This design comes from an exercise in tuning for small area on the open sky130 flow, not from production work.
In this exercise RTL edits were held to simulation tests only and were not proved equivalent to the original.
Power and IR drop assume default switching activity.

File: design/flow/design.v
`default_nettype none
`timescale 1ns/100ps
module storeGather
(
    input  logic                        clk,
    input  logic                        rst,
    input  logic [4*$clog2(16)-1:0] storeAddr,
    input  logic [4*16-1:0]      storeData,
    input  logic [4-1:0]      memWr,
    output logic                                    batchValid,
    output logic [4*$clog2(16)-1:0] batchAddr,
    output logic [4*16-1:0]      batchData
);
    logic allWrite;
    assign allWrite = &memWr;
    always_ff @(posedge clk)
    begin
        if (rst)
        begin
            batchValid <= 1'b0;
        end
        else
        begin
            batchValid <= allWrite;
        end
        batchAddr <= storeAddr;
        batchData <= storeData;
    end
endmodule
`default_nettype wire
`default_nettype none
`timescale 1ns/100ps
module wordBuffer
(
    input  logic                        clk,
    input  logic                        rst,
    input  logic                                    batchValid,
    input  logic [4*$clog2(16)-1:0] batchAddr,
    input  logic [4*16-1:0]      batchData,
    output logic [16*16-1:0]    bufferWords
);
    logic [16*16-1:0] words;
    always_ff @(posedge clk)
    begin
        if (rst)
        begin
            words <= '0;
        end
        else if (batchValid)
        begin
            for (int c = 0; c < 4; c++)
            begin
                words[batchAddr[c*$clog2(16) +: $clog2(16)]*16 +: 16]
                    <= batchData[c*16 +: 16];
            end
        end
    end
    assign bufferWords = words;
endmodule
`default_nettype wire
`default_nettype none
`timescale 1ns/100ps
module rowDrain
(
    input  logic                        clk,
    input  logic                        rst,
    input  logic                        writeMem,
    input  logic [4-1:0]  rowAddr,
    input  logic [16*16-1:0] bufferWords,
    output logic                        lineValid,
    output logic [$clog2(4)-1:0] lineRow,
    output logic [(4*16)-1:0]      lineData
);
    logic                        rowSelected;
    logic                        drainHit;
    logic [4-1:0]  rowOffset;
    logic [$clog2(4)-1:0] drainRow;
    logic [(4*16)-1:0]      drainLine;
    assign rowSelected = (rowAddr >= 4'(8))
                      && (rowAddr <  4'(8 + 4));
    assign rowOffset   = rowAddr - 4'(8);
    assign drainRow    = rowOffset[$clog2(4)-1:0];
    assign drainHit    = writeMem && rowSelected;
    always_comb
    begin
        for (int w = 0; w < 4; w++)
        begin
            drainLine[(4 - 1 - w) * 16 +: 16] =
                bufferWords[(drainRow * 4 + w) * 16 +: 16];
        end
    end
    always_ff @(posedge clk)
    begin
        if (rst)
        begin
            lineValid <= 1'b0;
        end
        else
        begin
            lineValid <= drainHit;
        end
        if (drainHit)
        begin
            lineRow  <= drainRow;
            lineData <= drainLine;
        end
    end
endmodule
`default_nettype wire
`default_nettype none
`timescale 1ns/100ps
module rowMemory
(
    input  logic                        clk,
    input  logic                        rst,
    input  logic                        lineValid,
    input  logic [$clog2(4)-1:0] lineRow,
    input  logic [(4*16)-1:0]      lineData,
    input  logic [$clog2(4)-1:0] readRow,
    output logic [(4*16)-1:0]      readData
);
    logic [4*(4*16)-1:0] memLines;
    always_ff @(posedge clk)
    begin
        if (rst)
        begin
            memLines <= '0;
            readData <= '0;
        end
        else
        begin
            if (lineValid)
            begin
                memLines[lineRow*(4*16) +: (4*16)] <= lineData;
            end
            readData <= memLines[readRow*(4*16) +: (4*16)];
        end
    end
endmodule
`default_nettype wire
`default_nettype none
`timescale 1ns/100ps
module coreStoreTop
(
    input  logic                        clk,
    input  logic                        rst,
    input  logic [4*$clog2(16)-1:0] storeAddr,
    input  logic [4*16-1:0]      storeData,
    input  logic [4-1:0]      memWr,
    input  logic                        writeMem,
    input  logic [4-1:0]  rowAddr,
    input  logic [$clog2(4)-1:0] readRow,
    output logic [(4*16)-1:0]      toDataMem,
    output logic                        lineValid,
    output logic [(4*16)-1:0]      readData
);
    logic                                    batchValid;
    logic [4*$clog2(16)-1:0] batchAddr;
    logic [4*16-1:0]      batchData;
    logic [16*16-1:0]    bufferWords;
    logic [$clog2(4)-1:0]             lineRow;
    storeGather u_storeGather
    (
        .clk        (clk),
        .rst        (rst),
        .storeAddr  (storeAddr),
        .storeData  (storeData),
        .memWr      (memWr),
        .batchValid (batchValid),
        .batchAddr  (batchAddr),
        .batchData  (batchData)
    );
    wordBuffer u_wordBuffer
    (
        .clk         (clk),
        .rst         (rst),
        .batchValid  (batchValid),
        .batchAddr   (batchAddr),
        .batchData   (batchData),
        .bufferWords (bufferWords)
    );
    rowDrain u_rowDrain
    (
        .clk         (clk),
        .rst         (rst),
        .writeMem    (writeMem),
        .rowAddr     (rowAddr),
        .bufferWords (bufferWords),
        .lineValid   (lineValid),
        .lineRow     (lineRow),
        .lineData    (toDataMem)
    );
    rowMemory u_rowMemory
    (
        .clk       (clk),
        .rst       (rst),
        .lineValid (lineValid),
        .lineRow   (lineRow),
        .lineData  (toDataMem),
        .readRow   (readRow),
        .readData  (readData)
    );
endmodule
`default_nettype wire
File: design/flow/constraint.sdc
create_clock -name core_clock -period 5.0 [get_ports {clk}]
set_input_delay 1.0000 -clock core_clock [delete_from_list [all_inputs] [get_ports {clk}]]
set_output_delay 1.0000 -clock core_clock [all_outputs]
set_load 0.01 [all_outputs]
File: design/flow/run.sh
#!/bin/bash
# synth_recipe.tcl (not shown) runs the flow's synth.tcl, then flattens the netlist and writes it again
# the make line also repeats each setting of config.mk as NAME=value (left out here)
make -C /OpenROAD-flow-scripts/flow DESIGN_CONFIG=/design/flow/config.mk WORK_HOME=/design/flow/orfs CLKGATE_MAP_FILE= SYNTH_SCRIPT=/design/flow/synth_recipe.tcl finish
File: design/flow/config.mk
export PLATFORM = sky130hd
export DESIGN_NAME = coreStoreTop
export DESIGN_NICKNAME = coreStoreTop
export VERILOG_FILES = /design/flow/design.v
export SDC_FILE = /design/flow/constraint.sdc
export NUM_CORES = 4
export LEC_CHECK = 0
export CAP_MARGIN = 20
export CORE_MARGIN = 2
export CORE_UTILIZATION = 40
export SLEW_MARGIN = 20
==> run_results.csv <==
group,metric,value,unit
status,outcome,"timing/DRC/antenna clean",
power,ir_drop,0.299,mV
cts,post-cts-setup-buffers,0,
grt,grt_pass1_wl,230000,um
grt,grt_use_total,31.9,%
synthesis,synth_nets,4257,
hold_path,min_path_type,"reg2reg",
cts,h-tree-depth,3,
power,p_int,10.4,mW
timing,min_period,3770,ps
synthesis,synth_top_area_share,35.3,%
synthesis,synth_edf_count,66,
timing,max_slew.worst_pin.slew,1260,ps
detailed_routing,wl,159000,um
power,switching_share,27.3,%
floorplan,io_pins,222,
detailed_routing,num_vias,36900,
synthesis,yosysTopAreaCell,"dfxtp_1",
timing,clock_skew,56.3,ps
synthesis,netlist_instances,4152,
synthesis,synth_top_flop_cell,"dfxtp_1",
grt,grt_pass1_vias,33300,
run,cap_violations,0,
power,seqPwrFrac,42.9,%
power,p_switching,3.90,mW
cts,clk_latency,680,ps
detailed_routing,drt-met1-wl,61200,um
critical_path,critPathCaptureType,"flop",
cts,path_clk_slew,60,ps
cts,cts.sinks,724,
critical_path,cp.required,5560,ps
detailed_routing,highest_layer,"met5",
final_layout,instances_no_fill,5454,
floorplan,num_rows,112,
timing,fin_ws,1230,ps
synthesis,yosys_warnings,4,
detailed_routing,drt-pass1-iter-count,6,
timing,clock.fmax,265,MHz
timing,setup_tns,0,ps
place,numPortBuffers,221,
cts,cts-root-buf,"clkbuf_16",
detailed_routing,drc,0,
grt,grt_max_degree,195,
detailed_routing,met2WireLength,66800,um
floorplan,die_x,309,um
timing,final_max_slew_viol_count,0,
final_layout,layout_commonest_cell,"dfxtp_1",
cts,cts-hold-fix-buffers,0,
synthesis,synth-seq-cells,724,
critical_path,arrival,4330,ps
critical_path,critPathMaxFanout,44,
final_layout,fin_nets,4230,
cts,cts_resized,0,
timing,rsz0062_at_grt,"false",
cts,tritoncts,"done",
final_layout,drive_gt1_share,11.8,%
synthesis,synth_cell_types,94,
cts,cts_made_buffers,84,
critical_path,crit_type,"reg2reg",
power,p_clk_share,46.4,%
place,post_dp_cell_area,0.0405,mm2
place,routabilityCongestion,0.978,
timing,hold_viol,0,
place,hpwl,102000,um
floorplan,die_h,309,um
synthesis,syn_avg_cell_area,8.98,um2
detailed_routing,antenna_left,0,
synthesis,synthArstFlopShare,0,%
final_layout,final_cell_mix,"dfxtp_1, nor2_1, a22oi_1",
grt,antenna_found_initial,7,
power,pwr-share-comb,10.8,%
detailed_routing,routed_via_density,6.76,
power,leakage,15.1,nW
floorplan,coreArea,0.0929,mm2
power,power_density,327,mW/mm2
detailed_routing,wire_per_inst,29.1,um
synthesis,synth.area.top_cells,"dfxtp_1, mux4_2, a22oi_1",
timing,fin_crit_sh,75.4,%
timing,slew-limit-headroom,16.0,%
critical_path,critPathLaunchType,"flop",
synthesis,synth_area,0.0373,mm2
grt,overflow,0,
cts,clockBufferDepth,3,
final_layout,layout-area-overhead-vs-synth,16.8,%
timing,finalSetupViolCount,0,
floorplan,fp.dieArea,0.0957,mm2
detailed_routing,drt_iter0_drc,5409,
final_layout,final_util,46.9,%
place,dp_slack,1460,ps
detailed_routing,wl_met3,20800,um
floorplan,start_util,40.2,%
synthesis,ys_seq_area_share,40.6,%
place,dp_cells,5289,
final_layout,fin_area,0.0436,mm2
cells by family (layout without fill, tap and decap cells):
logic type	after synthesis	in the layout	share of synthesized area, %
flip-flops	724	724	40.6
multiplexers	206	206	9.83
other	0	4	0
XOR/XNOR	6	6	0.161
AND/OR/NAND/NOR	1346	1346	16.7
AO/OA/AOI/OAI	1347	1347	26.8
adder cells (fa/ha/maj)	12	12	0.402
buffers and inverters	511	555	5.46
flip-flops by register name, summed over array words and instances, names as in the netlist:
name / count
u_storeGather.batchAddr: 16
u_rowMemory.memLines: 256
u_rowDrain.lineData: 64
u_wordBuffer.words: 256
u_rowDrain.lineValid: 1
u_storeGather.batchData: 64
u_rowMemory.readData: 64
u_rowDrain.lineRow: 2
u_storeGather.batchValid: 1
power groups by stage:
| stage | clock network, mW | registers (mW) | logic [mW] |
|---|---|---|---|
| detailed placement | 0 | 6.23 | 1.46 |
| finish | 6.61 | 6.11 | 1.53 |
| global placement | 0 | 6.23 | 1.45 |
| global route | 6.93 | 6.11 | 1.58 |
| floorplan | 0 | 6.15 | 0.892 |
| CTS | 6.69 | 6.10 | 1.46 |
routing by layer:
layer	vias up	track usage [%]
met5	-	0
met3	628	9.95
met1	17800	42.1
li1	15700	-
met2	2720	46.4
met4	10	17.4
layout make-up:
class | instances | area [um2]
fill | 8780 | 49300
multi-input combinational | 2917 | 20300
sequential | 724 | 15200
timing repair buffer | 366 | 3410
clock buffer | 127 | 2550
tap | 1254 | 1570
clock inverter | 30 | 453
inverter | 32 | 121
antenna | 4 | 10.0
critical path: stages (launching register included):
cell and delay (ps):
dfxtp_1 610, inv_1 170, ha_1 310, o21bai_1 230, a21oi_4 590, buf_12 310
and3_1 940, a222oi_1 290, nor3_1 170
cell usage after synthesis, drive strengths merged, types with 91 or more instances:
cell    instances
a22oi         287
nor3           91
a21oi         207
nand3         110
mux4          128
buf            93
nand2         289
o22ai         107
o21ai         103
nor2          549
clkbuf        386
a211oi        121
dfxtp         658
worst paths after layout:
kind | startpoint | cells past startpoint | endpoint | slack [ps]
setup / recovery | u_storeGather.batchAddr[12] | 8 | u_wordBuffer.words[113] | 1230
hold reg to reg | u_wordBuffer.words[87] | 2 | u_wordBuffer.words[87] | 480
hold / removal | u_wordBuffer.words[87] | 2 | u_wordBuffer.words[87] | 480
setup reg to reg | u_storeGather.batchAddr[12] | 8 | u_wordBuffer.words[113] | 1230
per-stage QoR:
stage | power (mW) | hold WS (ps)
final | 14.3 | 480
after global routing | 14.6 | 494
after CTS | 14.2 | 479
after detailed placement | 7.68 | 468
after global placement | 7.68 | 458
after floorplan | 7.04 | 441

## separate check: timing with driven ports
Ports are ideal in the flow. The routed layout listed here was re-timed in OpenROAD.
Step 1 sets driving cells, clkbuf_16 on the clock port and buf_2 on the other inputs (assumed; they add their load-dependent delay and slew).
Step 2 adds t to the input delays and takes it off the output delays; t is the mean of the earliest and latest rising clock arrival at the registers after step 1. Input paths then give back, and output paths get back, about the clock's delay inside the block.
a / b / c = ideal ports / drivers / drivers and shift; a / b = the first two.
t, ns: 0.725
setup slack, ns: 1.231 / 1.231 / 1.231
hold WS [ns]: 0.480 / 0.480 / 0.480
clock arrival spread, ns: 0.057 / 0.056
worst slew at a driven data input, ns: 0.09
After both steps setup and hold are still met in this run. The setup slack of this run moves by 0.000 ns with the drivers and by 0.000 ns with both steps.
